What follows belongs to an exercise in optimizing a design on an open flow for small area, a short achievable clock period and few clock cycles; a production flow would make more cautious choices.
Where RTL was checked, it was by simulation tests only, not by an equivalence proof against the original.
Power is estimated from default activity; no workload was simulated.

==> flow/design.v <==
package pipeline;
  localparam int XLEN = 64;
  typedef struct packed {
    logic [2:0]      funct3;
    logic            mm_re;
    logic            mm_we;
    logic            atomic;
    logic [4:0]      funct5;
    logic [XLEN-1:0] mm_addr;
    logic [4:0]      rd_addr;
    logic [XLEN-1:0] data;
  } memory_signals;
endpackage
module lsu #(
  parameter int XLEN = pipeline::XLEN
) (
  input  logic                  clk,
  input  logic                  reset,
  input  logic                  in_valid,
  output logic                  in_ready,
  input  pipeline::memory_signals signals_in,
  output logic                  dbus_req,
  output logic                  dbus_we,
  output logic [XLEN-1:0]       dbus_addr,
  output logic [XLEN/8-1:0]     dbus_sel,
  output logic [XLEN-1:0]       dbus_wdata,
  input  logic                  dbus_ack,
  input  logic [XLEN-1:0]       dbus_rdata,
  output logic                  wb_valid,
  output logic                  wb_we,
  output logic [4:0]            wb_rd_addr,
  output logic [XLEN-1:0]       wb_rd_data,
  output logic                  misaligned
);
  logic [2:0]  f3;
  logic [4:0]  f5;
  logic [63:0] addr, data;
  logic [2:0]  lane;
  assign f3   = signals_in.funct3;
  assign f5   = signals_in.funct5;
  assign addr = signals_in.mm_addr;
  assign data = signals_in.data;
  assign lane = addr[2:0];
  logic        amo_cmp_q, amo_wr_q;
  logic [63:0] res_q;
  logic [5:0]  op_q;
  logic        resv_valid_q;
  logic [60:0] resv_tag_q;
  logic        wb_valid_q, wb_we_q, misaligned_q;
  logic [4:0]  wb_rd_addr_q;
  logic [63:0] wb_data_q;
  logic        is_mem, is_lr, is_sc, is_amo, is_store, is_load, mis, sc_ok;
  logic        need_bus, accept, amo_rd_ack;
  always_comb begin
    is_mem   = signals_in.mm_re | signals_in.mm_we | signals_in.atomic;
    is_lr    = signals_in.atomic & ~signals_in.mm_we;
    is_sc    = signals_in.atomic & ~signals_in.mm_re;
    is_amo   = signals_in.atomic & signals_in.mm_re & signals_in.mm_we;
    is_store = signals_in.mm_we & ~signals_in.atomic;
    is_load  = signals_in.mm_re & ~signals_in.mm_we;
    mis      = (lane[0] & (f3[1] | f3[0])) | (lane[1] & f3[1]) | (lane[2] & f3[1] & f3[0]);
    sc_ok    = resv_valid_q & (resv_tag_q == addr[63:3]);
    need_bus = in_valid & is_mem & ~mis & (~is_sc | sc_ok) & ~amo_cmp_q;
    in_ready = ~amo_cmp_q & (~need_bus | (dbus_ack & (~is_amo | amo_wr_q)));
    accept   = in_valid & in_ready;
    amo_rd_ack = need_bus & is_amo & ~amo_wr_q & dbus_ack;
  end
  logic [7:0]  ld_b0, ld_b1;
  logic [15:0] ld_h1;
  logic        ld_sign, ld_fill;
  logic [63:0] load_ext;
  always_comb begin
    ld_b0 = dbus_rdata[{lane, 3'b000} +: 8];
    ld_b1 = dbus_rdata[{lane[2:1], 4'b1000} +: 8];
    ld_h1 = lane[2] ? dbus_rdata[63:48] : dbus_rdata[31:16];
    case (f3[1:0])
      2'b00:   ld_sign = ld_b0[7];
      2'b01:   ld_sign = ld_b1[7];
      default: ld_sign = ld_h1[15];
    endcase
    ld_fill  = ~f3[2] & ld_sign;
    load_ext = {(f3[1:0] == 2'b11) ? dbus_rdata[63:32] : {32{ld_fill}},
                f3[1]              ? ld_h1             : {16{ld_fill}},
                (f3[1:0] != 2'b00) ? ld_b1             : {8{ld_fill}},
                ld_b0};
  end
  logic [63:0] src, rep;
  always_comb begin
    src = amo_wr_q ? res_q : data;
    case (f3[1:0])
      2'b00:   rep = {8{src[7:0]}};
      2'b01:   rep = {4{src[15:0]}};
      2'b10:   rep = {2{src[31:0]}};
      default: rep = src;
    endcase
  end
  logic        w_op, minmax, uns, mx, c32, c64, lt, pick;
  logic [63:0] a, b, bx, r, hx, hc;
  logic [64:0] pa, pb, pp, pg;
  logic [65:0] sum;
  always_comb begin
    minmax = op_q[4];
    uns    = op_q[3];
    mx     = op_q[2];
    w_op   = op_q[5];
    a      = wb_data_q;
    bx     = res_q;
    b      = bx ^ {64{minmax}};
    pa     = {a, 1'b1};
    pb     = {bx, minmax};
    pp     = pa ^ pb;
    pg     = pa & pb;
    sum    = pa + pb;
    hx     = pp[64:1];    
    hc     = pg[64:1];    
    c32    = sum[33] ^ pp[33];
    c64    = sum[65];
    if (w_op) lt = (~uns & (a[31] ^ b[31])) ? a[31] : ~c32;
    else      lt = (~uns & (a[63] ^ b[63])) ? a[63] : ~c64;
    pick   = minmax & (lt ^ mx);    
    r      = ({64{minmax | op_q[0]}} & b)
           | ({64{~minmax & ~op_q[0] & (op_q[3:2] == 2'b00)}} & sum[64:1])
           | ({64{~minmax & ~op_q[0] & (op_q[3:2] == 2'b01)}} & hx)
           | ({64{~minmax & ~op_q[0] & op_q[3]}} & hc)
           | ({64{~minmax & ~op_q[0] & (op_q[3:2] == 2'b10)}} & hx);
    r      = pick ? a : r;
  end
  always_comb begin
    dbus_req   = need_bus;
    dbus_we    = is_store | is_sc | (is_amo & amo_wr_q);
    dbus_addr  = {addr[63:3], 3'b000};
    for (int k = 0; k < 8; k++)
      dbus_sel[k] = ((k[2] == lane[2]) | (f3[1] & f3[0])) & ((k[1] == lane[1]) | f3[1])
                  & ((k[0] == lane[0]) | f3[1] | f3[0]);
    dbus_wdata = rep;
    wb_valid   = wb_valid_q;
    wb_we      = wb_we_q;
    wb_rd_addr = wb_rd_addr_q;
    misaligned = misaligned_q;
    wb_rd_data = wb_data_q;
  end
  always_ff @(posedge clk) begin
    if (reset) begin
      amo_cmp_q    <= 1'b0;
      amo_wr_q     <= 1'b0;
      resv_valid_q <= 1'b0;
      wb_valid_q   <= 1'b0;
    end else begin
      amo_cmp_q  <= amo_rd_ack;
      if (amo_cmp_q) amo_wr_q <= 1'b1;
      if (need_bus & is_amo & amo_wr_q & dbus_ack) amo_wr_q <= 1'b0;
      wb_valid_q <= accept;
      if (accept & is_sc) resv_valid_q <= 1'b0;
      if (accept & is_lr & ~mis) resv_valid_q <= 1'b1;
    end
  end
  always_ff @(posedge clk) begin
    if (accept & is_lr & ~mis) resv_tag_q <= addr[63:3];
    wb_we_q      <= (signals_in.rd_addr != 5'd0) & ~(is_mem & mis) & ~is_store;
    wb_rd_addr_q <= signals_in.rd_addr;
    misaligned_q <= is_mem & mis;
    if (~amo_cmp_q & ~amo_wr_q)
      wb_data_q <= ({64{~is_mem}} & data)
                 | ({64{(is_load | is_amo) & ~mis}} & load_ext)
                 | {63'd0, is_sc & ~mis & ~sc_ok};
    op_q         <= {~f3[0], f5};
    if (amo_cmp_q)      res_q <= r;
    else if (~amo_wr_q) res_q <= data ^ {64{f5[4]}};
  end
endmodule
module lsu_top (
  input  logic        clk,
  input  logic        reset,
  input  logic        in_valid,
  output logic        in_ready,
  input  logic [2:0]  in_funct3,
  input  logic        in_mm_re,
  input  logic        in_mm_we,
  input  logic        in_atomic,
  input  logic [4:0]  in_funct5,
  input  logic [63:0] in_addr,
  input  logic [4:0]  in_rd_addr,
  input  logic [63:0] in_data,
  output logic        dbus_req,
  output logic        dbus_we,
  output logic [63:0] dbus_addr,
  output logic [7:0]  dbus_sel,
  output logic [63:0] dbus_wdata,
  input  logic        dbus_ack,
  input  logic [63:0] dbus_rdata,
  output logic        wb_valid,
  output logic        wb_we,
  output logic [4:0]  wb_rd_addr,
  output logic [63:0] wb_rd_data,
  output logic        misaligned
);
  pipeline::memory_signals sig;
  assign sig.funct3  = in_funct3;
  assign sig.mm_re   = in_mm_re;
  assign sig.mm_we   = in_mm_we;
  assign sig.atomic  = in_atomic;
  assign sig.funct5  = in_funct5;
  assign sig.mm_addr = in_addr;
  assign sig.rd_addr = in_rd_addr;
  assign sig.data    = in_data;
  lsu u_lsu (
    .clk(clk), .reset(reset), .in_valid(in_valid), .in_ready(in_ready),
    .signals_in(sig), .dbus_req(dbus_req), .dbus_we(dbus_we),
    .dbus_addr(dbus_addr), .dbus_sel(dbus_sel), .dbus_wdata(dbus_wdata),
    .dbus_ack(dbus_ack), .dbus_rdata(dbus_rdata), .wb_valid(wb_valid),
    .wb_we(wb_we), .wb_rd_addr(wb_rd_addr), .wb_rd_data(wb_rd_data),
    .misaligned(misaligned)
  );
endmodule
==> flow/config.mk <==
export PLATFORM = sky130hd
export DESIGN_NAME = lsu_top
export DESIGN_NICKNAME = lsu_top
export VERILOG_FILES = /design/flow/design.v
export SDC_FILE = /design/flow/constraint.sdc
export NUM_CORES = 4
export LEC_CHECK = 0
export CAP_MARGIN = 20
export CORE_MARGIN = 2
export CORE_UTILIZATION = 55
export SETUP_SLACK_MARGIN = 3.7
export SLEW_MARGIN = 20
export TNS_END_PERCENT = 5
==> flow/constraint.sdc <==
create_clock -name core_clock -period 8.0 [get_ports {clk}]
set_input_delay 1.6000 -clock core_clock [delete_from_list [all_inputs] [get_ports {clk}]]
set_output_delay 1.6000 -clock core_clock [all_outputs]
set_load 0.01 [all_outputs]
standard.sh (not shown) runs the stock make flow with config.mk's settings and CLKGATE_MAP_FILE= SYNTH_SCRIPT=/design/flow/synth_recipe.tcl, a recipe that flattens the netlist after the stock synthesis.
==> flow/flow/run.sh <==
#!/bin/bash
# The standard layout (standard.sh: the standard flow's own ORFS flow and synthesis, unchanged), with the
# port buffers that placement inserts made sky130_fd_sc_hd__buf_1 instead of the default cell.
set -euo pipefail
export BUFFER_PORTS_ARGS="-buffer_cell sky130_fd_sc_hd__buf_1"
bash standard.sh > standard_flow.log 2>&1
Then changed:
--- a/flow/design.v
+++ b/flow/design.v
@@ -41,29 +41,33 @@
   assign addr = signals_in.mm_addr;
   assign data = signals_in.data;
   assign lane = addr[2:0];
   logic        amo_cmp_q, amo_wr_q;
   logic [63:0] res_q;
+  logic        pick_q;
   logic [5:0]  op_q;
+  logic        sc_seen_q, sc_ok_q;
   logic        resv_valid_q;
   logic [60:0] resv_tag_q;
   logic        wb_valid_q, wb_we_q, misaligned_q;
   logic [4:0]  wb_rd_addr_q;
   logic [63:0] wb_data_q;
-  logic        is_mem, is_lr, is_sc, is_amo, is_store, is_load, mis, sc_ok;
+  logic        is_mem, is_lr, is_sc, is_amo, is_store, is_load, mis, sc_ok, sc_wait, sc_pass;
   logic        need_bus, accept, amo_rd_ack;
   always_comb begin
     is_mem   = signals_in.mm_re | signals_in.mm_we | signals_in.atomic;
     is_lr    = signals_in.atomic & ~signals_in.mm_we;
     is_sc    = signals_in.atomic & ~signals_in.mm_re;
     is_amo   = signals_in.atomic & signals_in.mm_re & signals_in.mm_we;
     is_store = signals_in.mm_we & ~signals_in.atomic;
     is_load  = signals_in.mm_re & ~signals_in.mm_we;
     mis      = (lane[0] & (f3[1] | f3[0])) | (lane[1] & f3[1]) | (lane[2] & f3[1] & f3[0]);
     sc_ok    = resv_valid_q & (resv_tag_q == addr[63:3]);
-    need_bus = in_valid & is_mem & ~mis & (~is_sc | sc_ok) & ~amo_cmp_q;
-    in_ready = ~amo_cmp_q & (~need_bus | (dbus_ack & (~is_amo | amo_wr_q)));
+    sc_wait  = is_sc & ~mis & ~sc_seen_q;
+    sc_pass  = sc_seen_q & sc_ok_q;
+    need_bus = in_valid & is_mem & ~mis & (~is_sc | sc_pass) & ~amo_cmp_q;
+    in_ready = ~sc_wait & ~amo_cmp_q & (~need_bus | (dbus_ack & (~is_amo | amo_wr_q)));
     accept   = in_valid & in_ready;
     amo_rd_ack = need_bus & is_amo & ~amo_wr_q & dbus_ack;
   end
   logic [7:0]  ld_b0, ld_b1;
   logic [15:0] ld_h1;
@@ -84,11 +88,11 @@
                 (f3[1:0] != 2'b00) ? ld_b1             : {8{ld_fill}},
                 ld_b0};
   end
   logic [63:0] src, rep;
   always_comb begin
-    src = amo_wr_q ? res_q : data;
+    src = ~amo_wr_q ? data : (pick_q ? wb_data_q : res_q);
     case (f3[1:0])
       2'b00:   rep = {8{src[7:0]}};
       2'b01:   rep = {4{src[15:0]}};
       2'b10:   rep = {2{src[31:0]}};
       default: rep = src;
@@ -115,17 +119,16 @@
     hc     = pg[64:1];    
     c32    = sum[33] ^ pp[33];
     c64    = sum[65];
     if (w_op) lt = (~uns & (a[31] ^ b[31])) ? a[31] : ~c32;
     else      lt = (~uns & (a[63] ^ b[63])) ? a[63] : ~c64;
-    pick   = minmax & (lt ^ mx);    
+    pick   = minmax & (lt ^ mx);
     r      = ({64{minmax | op_q[0]}} & b)
            | ({64{~minmax & ~op_q[0] & (op_q[3:2] == 2'b00)}} & sum[64:1])
            | ({64{~minmax & ~op_q[0] & (op_q[3:2] == 2'b01)}} & hx)
            | ({64{~minmax & ~op_q[0] & op_q[3]}} & hc)
            | ({64{~minmax & ~op_q[0] & (op_q[3:2] == 2'b10)}} & hx);
-    r      = pick ? a : r;
   end
   always_comb begin
     dbus_req   = need_bus;
     dbus_we    = is_store | is_sc | (is_amo & amo_wr_q);
     dbus_addr  = {addr[63:3], 3'b000};
@@ -142,31 +145,35 @@
   always_ff @(posedge clk) begin
     if (reset) begin
       amo_cmp_q    <= 1'b0;
       amo_wr_q     <= 1'b0;
       resv_valid_q <= 1'b0;
+      sc_seen_q    <= 1'b0;
       wb_valid_q   <= 1'b0;
     end else begin
       amo_cmp_q  <= amo_rd_ack;
       if (amo_cmp_q) amo_wr_q <= 1'b1;
       if (need_bus & is_amo & amo_wr_q & dbus_ack) amo_wr_q <= 1'b0;
+      sc_seen_q  <= in_valid & is_sc & ~accept;
       wb_valid_q <= accept;
       if (accept & is_sc) resv_valid_q <= 1'b0;
       if (accept & is_lr & ~mis) resv_valid_q <= 1'b1;
     end
   end
   always_ff @(posedge clk) begin
     if (accept & is_lr & ~mis) resv_tag_q <= addr[63:3];
+    sc_ok_q      <= sc_ok;
     wb_we_q      <= (signals_in.rd_addr != 5'd0) & ~(is_mem & mis) & ~is_store;
     wb_rd_addr_q <= signals_in.rd_addr;
     misaligned_q <= is_mem & mis;
     if (~amo_cmp_q & ~amo_wr_q)
       wb_data_q <= ({64{~is_mem}} & data)
                  | ({64{(is_load | is_amo) & ~mis}} & load_ext)
-                 | {63'd0, is_sc & ~mis & ~sc_ok};
+                 | {63'd0, is_sc & ~mis & ~sc_ok_q};
     op_q         <= {~f3[0], f5};
     if (amo_cmp_q)      res_q <= r;
+    if (amo_cmp_q)      pick_q <= pick;
     else if (~amo_wr_q) res_q <= data ^ {64{f5[4]}};
   end
 endmodule
 module lsu_top (
   input  logic        clk,
The changed run ran to the end with no violations.
Clock-buffer cell count went up by 3.
Total power rose by 2.5%.
Via count is higher by 3.3%.
Core utilization went up by 2.9 points.
Setup slack improves by 730 ps.
Combinational power barely changes.
Sequential power is lower by about 4%.
Fmax is higher by 16%.
Sequential share of layout area goes down by 3.1 points.
Clock power went up by about 10%.
Die area goes down by 2.1%.
Critical path depth came out lower by 2.
Cell count rises by 4.5%.
Clock skew drops by 3.1 ps.
Testbench counts after the change, summed over its fixed seeds: cycles 8,991.
No functional check of the RTL was part of the first run of this note.

==> what the ideal ports hide <==
The flow's constraints put no driver on any port. The routed layouts listed below were extracted and timed again, unchanged, in two steps. Step 1 assumes that a clkbuf_16 drives the clock port and a buf_2 every other input. Step 2 adds t to the input delays and takes it off the output delays; t is the mean of the earliest and latest rising clock arrival at the registers after step 1. Input paths then give back, and output paths get back, about the clock's delay inside the block. Slacks: ideal / step 1 / step 2; pairs: ideal / step 1.
| run | shift t [ns] | setup slack, ns | clock arrival spread, ns | cell pins on the clock port's net |
|---|---|---|---|---|
| the first run | 0.649 | 2.774 / 2.730 / 2.730 | 0.021 / 0.021 | 1 |
| the second run | 0.637 | 3.509 / 3.455 / 3.189 | 0.018 / 0.017 | 1 |
After both steps every run listed still meets setup and hold. For the second run, which loses most, drivers alone change the setup slack by -0.054 ns; drivers and shift together by -0.320 ns.
